This is an optimization exercise on Yosys and OpenROAD, whose aim is small area, not a production implementation.
In this exercise RTL edits were held to simulation tests only and were not proved equivalent to the original.
No activity file was given, so power comes from the tool's default toggle rates.

==> flow/design.v <==
module apb_comp #(
  parameter int DATA_WIDTH  = 32,
  parameter int ADDR_WIDTH  = 32,
  parameter int WAIT_STATES = 1
) (
  input  logic                    pclk,
  input  logic                    preset_n,
  input  logic [ADDR_WIDTH-1:0]   paddr,
  input  logic [2:0]              pprot,
  input  logic                    psel,
  input  logic                    penable,
  input  logic                    pwrite,
  input  logic [DATA_WIDTH-1:0]   pwdata,
  input  logic [DATA_WIDTH/8-1:0] pstrb,
  output logic [DATA_WIDTH-1:0]   prdata,
  output logic                    pready,
  output logic                    pslverr
);
  localparam int         NBYTES = DATA_WIDTH / 8;
  localparam logic [3:0] WS     = 4'(WAIT_STATES);
  typedef enum logic [1:0] {
    IDLE   = 2'd0,
    SETUP  = 2'd1,
    ACCESS = 2'd2
  } state_t;
  state_t                  state;
  logic [3:0]              count;
  logic [DATA_WIDTH-1:0]   mem [64];
  logic [5:0]              idx;
  logic                    addr_err;
  logic                    unused_prot;
  assign unused_prot = ^pprot;
  assign idx      = paddr[7:2];
  assign addr_err = (paddr[1:0] != 2'b00) || (|paddr[ADDR_WIDTH-1:8]);
  assign pready  = preset_n && (state == ACCESS) && psel && penable && (count == WS);
  assign pslverr = pready && addr_err;
  assign prdata  = (pready && !pwrite && !addr_err) ? mem[idx] : '0;
  always_ff @(posedge pclk) begin
    if (!preset_n) begin
      state <= IDLE;
      count <= '0;
      for (int i = 0; i < 64; i++) begin
        mem[i] <= '0;
      end
    end else begin
      if (!psel) begin
        state <= IDLE;
      end else begin
        case (state)
          IDLE: begin
            if (!penable) state <= SETUP;
          end
          SETUP: begin
            state <= ACCESS;
            count <= '0;
          end
          ACCESS: begin
            if (pready) begin
              state <= IDLE;
            end else if (count != WS) begin
              count <= count + 4'd1;
            end
          end
          default: state <= IDLE;
        endcase
      end
      if (pready && pwrite && !addr_err) begin
        for (int b = 0; b < NBYTES; b++) begin
          if (pstrb[b]) mem[idx][8*b +: 8] <= pwdata[8*b +: 8];
        end
      end
    end
  end
endmodule
==> flow/constraint.sdc <==
create_clock -name core_clock -period 10.0 [get_ports {pclk}]
set_input_delay 2.0000 -clock core_clock [delete_from_list [all_inputs] [get_ports {pclk}]]
set_output_delay 2.0000 -clock core_clock [all_outputs]
set_load 0.01 [all_outputs]
==> flow/run.sh <==
#!/bin/bash
# synth_recipe.tcl (not shown) runs the flow's synth.tcl, then flattens the netlist and writes it again
# the make line also repeats each setting of config.mk as NAME=value (left out here)
make -C /OpenROAD-flow-scripts/flow DESIGN_CONFIG=/design/flow/config.mk WORK_HOME=/design/flow/orfs CLKGATE_MAP_FILE= SYNTH_SCRIPT=/design/flow/synth_recipe.tcl finish
==> flow/config.mk <==
export PLATFORM = sky130hd
export DESIGN_NAME = apb_comp
export DESIGN_NICKNAME = apb_comp
export VERILOG_FILES = /design/flow/design.v
export SDC_FILE = /design/flow/constraint.sdc
export NUM_CORES = 4
export LEC_CHECK = 0
export CAP_MARGIN = 20
export CORE_MARGIN = 2
export CORE_UTILIZATION = 40
export SLEW_MARGIN = 20
==> results of run 1 <==
-- area by class of cell --
cell class,count,share of cell area [%]
inverter,6,0.0270
clock inverter,119,0.854
clock buffer,266,5.34
sequential,2054,60.4
multi-input combinational,4449,25.9
antenna,25,0.0613
tap,2992,3.67
timing repair buffer,431,3.74
-- power groups by stage --
| stage | sequential [mW] | combinational (mW) | clock (mW) |
|---|---|---|---|
| 4_1_cts | 9.98 | 1.58 | 7.49 |
| 3_3_place_gp | 10.1 | 1.56 | 0 |
| 3_5_place_dp | 10.2 | 1.57 | 0 |
| 5_1_grt | 10.0 | 1.65 | 7.81 |
| 6_report | 9.98 | 1.67 | 7.54 |
| 2_1_floorplan | 10.1 | 0.783 | 0 |
-- worst max-delay path, cell delays in order --
cell,delay [ns]
clkdlybuf4s50_1,0.75
nand3b_1,0.63
nor2_1,0.47
buf_4,0.32
a221oi_1,0.33
o221ai_1,0.32
nor4_1,0.92
clkdlybuf4s50_1,0.70
-- cell families (layout without fill, tap and decap cells) --
group / Yosys count / in the layout / synth area share (%)
AND/OR/NAND/NOR: 2799 / 2799 / 12.1
adder cells (fa/ha/maj): 2 / 2 / 0.0278
buffers and inverters: 597 / 822 / 2.92
flip-flops: 2054 / 2054 / 68.4
XOR/XNOR: 2 / 2 / 0.0195
multiplexers: 492 / 492 / 8.28
other: 0 / 25 / 0
AO/OA/AOI/OAI: 1154 / 1154 / 8.21
-- layout by cell type, fill, tap and decap left out, types with 11 or more instances in the layout --
cell             count
a211oi_1            32
a21oi_1            109
a221oi_1            19
a22o_1              16
a22oi_1             44
and3_1              11
buf_12              24
buf_4              301
clkbuf_1            57
clkbuf_16          209
clkdlybuf4s50_1    102
clkinv_1            60
clkinv_2            36
diode_2             25
edfxtp_1          2048
mux2_2             155
mux2i_1            150
mux4_2             187
nand2_1            474
nand2_2             28
nand3_1             18
nor2_1            2137
nor2b_1             11
nor4_1              23
o211ai_1            13
o21ai_0            150
o21ai_1            156
o21ai_2             63
o221ai_1           146
o22a_1              12
o22ai_1            312
-- sequential cells by signal, summed over array words and instances (netlist names) --
signal and cells:
mem 2048, state 2, count 4
-- worst max path at each step --
stage	to	slack, ns	cells past startpoint
3_3_place_gp	prdata[19]	1.77	7
2_1_floorplan	prdata[7]	3.95	10
3_5_place_dp	prdata[20]	1.76	8
4_1_cts	prdata[20]	1.75	8
5_1_grt	prdata[26]	1.55	8
6_report	prdata[24]	1.54	8
-- routing by layer --
| metal | share of wire, % | vias to the layer above | global-route usage [%] |
|---|---|---|---|
| li1 | - | 26300 | - |
| met1 | 34 | 34100 | 43.2 |
| met2 | 41 | 6811 | 47.4 |
| met3 | 17 | 1502 | 14.0 |
| met4 | 7.8 | 22 | 21.4 |
| met5 | 0.049 | - | 0 |
-- through the flow --
step / power [mW] / hold slack (ns) / instance area (µm²) / util (%)
final: 19.2 / 0.524 / 102000 / 45.5
after global routing: 19.5 / 0.547 / 102000 / 45.5
after CTS: 19.0 / 0.515 / 102000 / 45.4
after detailed placement: 11.7 / 0.507 / 95500 / 42.6
after global placement: 11.7 / 0.495 / 95400 / 42.5
after floorplan: 10.9 / 0.461 / 90100 / -
==> run_results.csv, run 1 <==
group,metric,value,unit
global_route,grt_use_total,33.8,%
yosys,synth_area,90100,µm²
finish,regArea,61600,µm²
worst_setup_path,reg2reg_slack,5.98,ns
cts,clock_sinks,2054,
global_route,grt_max_degree,107,
yosys,synth-async-reset-ratio,0,%
finish,fin_nets,7227,
yosys,syn_area_per_cell,12.7,µm²
cts,cts_tree,"yes",
power,internal_power,14.4,mW
timing,slew-limit-headroom,12.0,%
yosys,synthTopCellsByCount,"2147 x nor2_1, 2048 x edfxtp_1, 505 x nand2_1",
yosys,synth.area.top_cells,"edfxtp_1 68%, nor2_1 8.9%, mux4_2 4.7%, o22ai_1 2.2%, nand2_1 2.1%",
power,comb_power_share,8.7,%
worst_setup_path,end_kind,"primary output",
min_path,hp-class,"flip-flop to flip-flop",
floorplan,fp.dieH,478,µm
job,drv_cap,0,
cts,cts_buffer_depth,3,
yosys,synth_edf_count,2048,
drt,post_drt_via_cell_ratio,6.65,
min_path,hold_end,"state[0]",
worst_setup_path,path_class,"input pin to primary output",
finish,drive_gt1_share,14.9,%
timing,skew,0.0521,ns
min_path,worstHoldPathCells,1,
place,post-place-ws,1.76,ns
worst_setup_path,arrival,6.46,ns
drt,ant_nets,0,
floorplan,rows,174,
finish,final_cells,10300,
power,netSwitchingFraction,25.0,%
cts,numCtsBuffers,207,
power,p_seq_share,52.0,%
place,io_buffer_count,106,
cts,cts_root_buf,"clkbuf_16",
floorplan,die_area,229000,µm²
yosys,synth.most_common_cell,"nor2_1",
cts,post_cts_buffers,0,
yosys,yosys_warnings,1,
yosys,ys_seq_area_share,68.4,%
timing,min_period_over_period,84.6,%
timing,hold_violations,0,
yosys,syn_inst,7100,
timing,min_period,8.46,ns
cts,cts_resized,0,
timing,rsz0062_at_grt,"false",
timing,fmax,118,MHz
finish,area_growth,13.2,%
finish,multiInputGateArea,26400,µm²
drt,wl,397,mm
power,p_switching,4.80,mW
timing,tightest_slew,1.31,ns
yosys,yosysTopAreaCellShare,68.3,%
global_route,grt_pass1_wl,531,mm
worst_setup_path,rr_endpoint,"mem[50][17]",
min_path,min_from,"state[0]",
cts,clk_latency,0.89,ns
outcome,status,"complete, no violations",
drt,drcViolationCount,0,
worst_setup_path,worstSetupStartpoint,"paddr[5]",
global_route,grt_overflow,0,
place,gp_congestion,0.991,
global_route,antenna_found_initial,26,
yosys,syn_nets,7178,
yosys,yosysTopAreaCell,"edfxtp_1",
cts,ctsHtreeMaxLevel,4,
drt,dr.pass1.iters,7,
finish,fill_cells,20200,
drt,wl_per_cell,38.4,µm
yosys,ys_seq_elements,2054,
power,p_leak,31.1,nW
worst_setup_path,startpoint_type,"input pin",
timing,postLayoutSetupSlackWorst,1.54,ns
worst_setup_path,reg2reg_depth,9,
place,dpl.hpwl,248,mm
yosys,synthFlopType,"edfxtp_1",
timing,drv_slew,0,
cts,cts_hold_buf,0,
timing,setup_viol,0,
worst_setup_path,cp_max_fo,7,
drt,vias,68800,
global_route,first_global_vias,64100,
floorplan,initial_core_util,40.2,%
worst_setup_path,required,8.00,ns
power,clkPwrFrac,39.3,%
power,vdd.ir_drop.worst,158,µV
cts,path_clk_slew,0.06,ns
power,p_per_area,188,nW/µm²
floorplan,core_area,224000,µm²
timing,timing.setup.tns,0,ns
drt,dr.first_iter.drc_count,14800,
place,dp.cells,9930,
floorplan,io_pins,110,
yosys,netlist-cell-type-count,72,
floorplan,die_x,478,µm
worst_setup_path,r2r-start,"count[0]",
==> inputs of run 2 (changes only) <==
==> flow/design.v (replaced) <==
module apb_comp #(
  parameter int DATA_WIDTH  = 32,
  parameter int ADDR_WIDTH  = 32,
  parameter int WAIT_STATES = 1
) (
  input  logic                    pclk,
  input  logic                    preset_n,
  input  logic [ADDR_WIDTH-1:0]   paddr,
  input  logic [2:0]              pprot,
  input  logic                    psel,
  input  logic                    penable,
  input  logic                    pwrite,
  input  logic [DATA_WIDTH-1:0]   pwdata,
  input  logic [DATA_WIDTH/8-1:0] pstrb,
  output logic [DATA_WIDTH-1:0]   prdata,
  output logic                    pready,
  output logic                    pslverr
);
  localparam int NBYTES = DATA_WIDTH / 8;
  localparam int NRING  = 16;
  localparam int W      = DATA_WIDTH;
  localparam int CW     = (WAIT_STATES < 2) ? 1 : (WAIT_STATES < 4) ? 2 :
                          (WAIT_STATES < 16) ? 4 : 8;
  localparam logic [CW-1:0] WS = CW'(WAIT_STATES);
  typedef enum logic [1:0] {
    IDLE   = 2'd0,
    SETUP  = 2'd1,
    ACCESS = 2'd2
  } state_t;
  state_t              state;
  logic [CW-1:0]       count;
  logic [5:0]          idx;
  logic                addr_err;
  logic                unused_prot;
  logic [NRING*W-1:0]  s0, s1, s2, s3;
  logic [NRING*W-1:0]  d0;
  logic [1:0]          phase;      
  logic                clr;        
  logic                zero;
  logic [5:0]          pa;         
  logic [W-1:0]        pd;         
  logic [NBYTES-1:0]   ps;         
  assign unused_prot = ^pprot;
  assign idx      = paddr[7:2];
  assign addr_err = (paddr[1:0] != 2'b00) || (|paddr[ADDR_WIDTH-1:8]);
  assign pready  = preset_n && (state == ACCESS) && psel && penable && (count == WS);
  assign pslverr = pready && addr_err;
  assign zero = !preset_n || clr;
  logic            pend_here;
  logic [W-1:0]    wdat;
  assign pend_here = (2'(pa[1:0] + phase) == 2'd3);
  assign wdat      = zero ? '0 : pd;
  always_comb begin
    for (int r = 0; r < NRING; r++) begin
      for (int b = 0; b < NBYTES; b++) begin
        d0[W*r + 8*b +: 8] = (zero || (pend_here && pa[5:2] == 4'(r) && ps[b]))
                             ? wdat[8*b +: 8] : s3[W*r + 8*b +: 8];
      end
    end
  end
  logic            rd;
  logic [1:0]      rpos;
  assign rd   = pready && !pwrite && !addr_err;
  assign rpos = 2'(idx[1:0] + phase);
  always_comb begin
    prdata = '0;
    for (int r = 0; r < NRING; r++) begin
      if (rd && idx[5:2] == 4'(r)) begin
        prdata = prdata
               | ({W{rpos == 2'd0}} & s0[W*r +: W])
               | ({W{rpos == 2'd1}} & s1[W*r +: W])
               | ({W{rpos == 2'd2}} & s2[W*r +: W])
               | ({W{rpos == 2'd3}} & d0[W*r +: W]);
      end
    end
  end
  always_ff @(posedge pclk) begin
    s0 <= d0;
    s1 <= s0;
    s2 <= s1;
    s3 <= s2;
  end
  always_ff @(posedge pclk) begin
    if (!preset_n) begin
      state <= IDLE;
      count <= '0;
      phase <= 2'd0;
      clr   <= 1'b1;
      ps    <= '0;
    end else begin
      phase <= phase + 2'd1;
      if (phase == 2'd2) clr <= 1'b0;
      if (!psel) begin
        state <= IDLE;
      end else begin
        case (state)
          IDLE: begin
            if (!penable) state <= SETUP;
          end
          SETUP: begin
            state <= ACCESS;
            count <= '0;
          end
          ACCESS: begin
            if (pready) begin
              state <= IDLE;
            end else if (count != WS) begin
              count <= count + 1'b1;
            end
          end
          default: state <= IDLE;
        endcase
      end
      if (pready && pwrite && !addr_err) begin
        pa <= idx;
        pd <= pwdata;
        ps <= pstrb;
      end
    end
  end
endmodule
==> run 2 against run 1 <==
- sequential cell count grew 42
- largest power group unchanged
- sequential power shrank 16%
- final cell count shrank 14%
- design area shrank 21%
- count of clock-buffer cells in the layout grew 53
- critical endpoint is now prdata[15]
- highest routed layer unchanged
- synthesized cell count shrank 8.2%
==> run_results.csv, run 2 <==
group,metric,value,unit
yosys,synthFlopType,"dfxtp_1",
timing,fmax,114,MHz
drt,wl_per_cell,24.9,µm
power,internal_power,13.4,mW
worst_setup_path,cp_max_fo,129,
floorplan,die_x,422,µm
power,vdd.ir_drop.worst,196,µV
drt,ant_nets,0,
floorplan,rows,153,
timing,postLayoutSetupSlackWorst,1.24,ns
timing,slew-limit-headroom,19.8,%
yosys,synth_xor_area_share,0.134,%
global_route,grt_use_total,24.2,%
floorplan,io_pins,110,
worst_setup_path,arrival,6.76,ns
finish,layout_commonest_cell,"dfxtp_1",
yosys,syn_area_per_cell,10.7,µm²
timing,setup_viol,0,
yosys,synth_area,69900,µm²
yosys,synthTopCellsByCount,"2058 x dfxtp_1, 656 x mux2i_1, 544 x nor2_1",
drt,dr.pass1.iters,8,
timing,hold_violations,0,
finish,area_growth,15.1,%
yosys,synth_top_family_by_area,"compound AO/OA/AOI/OAI gates",
finish,final_cells,8944,
cts,clk_latency,0.84,ns
yosys,synth-async-reset-ratio,0,%
cts,cts_tree,"yes",
yosys,synth.most_common_cell,"dfxtp_1",
place,io_buffer_count,106,
global_route,grt_overflow,0,
drt,post_drt_via_cell_ratio,5.74,
place,dp.cells,8559,
place,post-place-ws,1.31,ns
worst_setup_path,end_kind,"primary output",
worst_setup_path,cp_cell_sequence,"clkdlybuf4s50_1 > ha_4 > xor3_4 > buf_12 > nand3_2 > buf_4 > nor3b_1 > o31ai_1 > o2111ai_1 > nor4bb_1 > nand4_1 > clkdlybuf4s50_1",
timing,skew,0.0327,ns
finish,layout_common_cells,"2058 x dfxtp_1, 656 x mux2i_1, 541 x nor2_1",
power,finalPower,17.6,mW
power,clkPwrFrac,45.6,%
cts,cts_buffer_depth,3,
floorplan,initial_core_util,40.2,%
yosys,yosysTopAreaCellShare,59.0,%
global_route,grt_pass1_wl,330,mm
floorplan,fp.dieH,422,µm
outcome,status,"complete, no violations",
power,p_per_area,219,nW/µm²
worst_setup_path,path_class,"input pin to primary output",
place,dpl.hpwl,135,mm
cts,cts_resized,0,
drt,wl,222,mm
yosys,ys_seq_elements,2096,
yosys,ys_seq_area_share,60.6,%
yosys,synth-simple-area-share,10.8,%
cts,numCtsBuffers,209,
finish,fill_cells,15900,
timing,drv_slew,0,
worst_setup_path,path_buf_inv,4,
cts,cts_hold_buf,0,
yosys,netlist-cell-type-count,82,
worst_setup_path,critPathMostFrequentCell,"clkdlybuf4s50_1",
worst_setup_path,startpoint_type,"input pin",
yosys,syn_inst,6519,
floorplan,die_area,178000,µm²
place,gp_congestion,0.869,
cts,path_clk_slew,0.06,ns
cts,post_cts_buffers,0,
global_route,first_global_vias,50200,
finish,fin_nets,6525,
yosys,synthAdderAreaFrac,0.0537,%
timing,min_period,8.76,ns
drt,dr.first_iter.drc_count,4794,
timing,timing.setup.tns,0,ns
floorplan,core_area,174000,µm²
timing,rsz0062_at_grt,"false",
yosys,syn_nets,6598,
timing,fin_hold_ws,0.330,ns
yosys,synth.area.mux_share,10.1,%
global_route,antenna_found_initial,17,
yosys,yosysTopAreaCell,"dfxtp_1",
global_route,grt_max_degree,130,
timing,tightest_slew,1.17,ns
yosys,synth_edf_count,38,
power,p_leak,29.6,nW
cts,ctsHtreeMaxLevel,4,
drt,vias,51400,
power,p_switching,4.21,mW
worst_setup_path,cp_slowest_cell,"xor3_4",
yosys,yosys_warnings,1,
yosys,synth.area.top_cells,"dfxtp_1 59%, mux2i_1 9.4%, nor2_1 2.9%, nand2_1 2.6%, o21ai_0 2.5%",
finish,drive_gt1_share,10.5,%
power,p_seq_share,47.6,%
cts,clock_sinks,2096,
cts,cts_root_buf,"clkbuf_16",
worst_setup_path,critPathTopFamily,"buffers and inverters",
job,drv_cap,0,
worst_setup_path,slowest_delay,0.66,ns
timing,min_period_over_period,87.6,%
power,comb_power_share,6.8,%
yosys,synth_compound_area_share,14.9,%
min_path,hp-class,"flip-flop to flip-flop",
power,netSwitchingFraction,23.9,%
drt,drcViolationCount,0,
worst_setup_path,required,8.00,ns
==> run 2: stage by stage <==
stage | utilization (%) | area, µm²
6_report | 46.3 | 80400
5_1_grt | 46.3 | 80400
4_1_cts | 46.3 | 80400
3_5_place_dp | 42.2 | 73300
3_3_place_gp | 42.2 | 73300
2_1_floorplan | - | 69900
==> run 2: worst reg2reg max path, cell delays in order, from the launching register on <==
cell     delay [ns]
dfxtp_1        0.37
ha_1           0.47
or3b_4         0.65
nor2_1         0.82
nand2_1        0.86
mux2_2         0.55
inv_1          0.06
==> run 2: final timing paths <==
kind	end	cells after the start	slack [ns]	start
max	prdata[15]	12	1.24	paddr[2]
min	s1[228]	0	0.33	s0[228]
max reg2reg	s0[3]	6	6.15	phase[0]
min reg2reg	s1[228]	0	0.33	s0[228]
==> run 2: power by group through the flow <==
stage	sequential, mW	clock (mW)	combinational [mW]
after floorplan	8.56	0	0.815
after global routing	8.37	8.48	1.28
after CTS	8.38	8.14	1.19
after global placement	8.56	0	1.18
after detailed placement	8.56	0	1.19
final	8.38	8.02	1.20
==> run 2: layout make-up <==
| class | instances | area (µm²) | share of cell area [%] |
|---|---|---|---|
| clock inverter | 63 | 786 | 0.977 |
| sequential | 2096 | 42300 | 52.6 |
| tap | 2325 | 2910 | 3.62 |
| multi-input combinational | 3848 | 25400 | 31.6 |
| antenna | 2 | 5.00 | 0.00622 |
| timing repair buffer | 264 | 2530 | 3.14 |
| clock buffer | 319 | 6320 | 7.86 |
| inverter | 27 | 109 | 0.135 |
==> run 2: layer usage <==
metal	track usage [%]	share of wire, %
met4	9.14	3.7
met2	37.5	44
met1	33.2	45
met5	0	0.012
met3	4.82	7.3
==> run 2: logic make-up after synthesis <==
group                    count (synthesis)
adder cells (fa/ha/maj)                  3
XOR/XNOR                                 4
buffers and inverters                  575
AND/OR/NAND/NOR                       1628
multiplexers                           696
AO/OA/AOI/OAI                         1517
flip-flops                            2096

## what the ideal ports hide
How much do the figures lean on ideal ports? The routed layouts below were timed once more, with nothing changed but the port constraints. Step 1 sets driving cells, clkbuf_16 on the clock port and buf_2 on the other inputs (assumed; they add their load-dependent delay and slew). Step 2 adds t to the input delays and takes it off the output delays; t is the mean of the earliest and latest rising clock arrival at the registers after step 1. Input paths then give back, and output paths get back, about the clock's delay inside the block. Slacks: no drivers / after step 1 / after step 2; pairs: no drivers / after step 1.
run	t, ns	setup WS [ns]	worst setup path at the end
run 1	0.981	1.540 / 1.491 / 1.491	input to output
run 2	0.923	1.242 / 1.136 / 1.136	input to output
After both steps setup and hold are still met in every run listed. For run 2, which loses most, drivers alone change the setup slack by -0.106 ns; drivers and shift together by -0.106 ns.
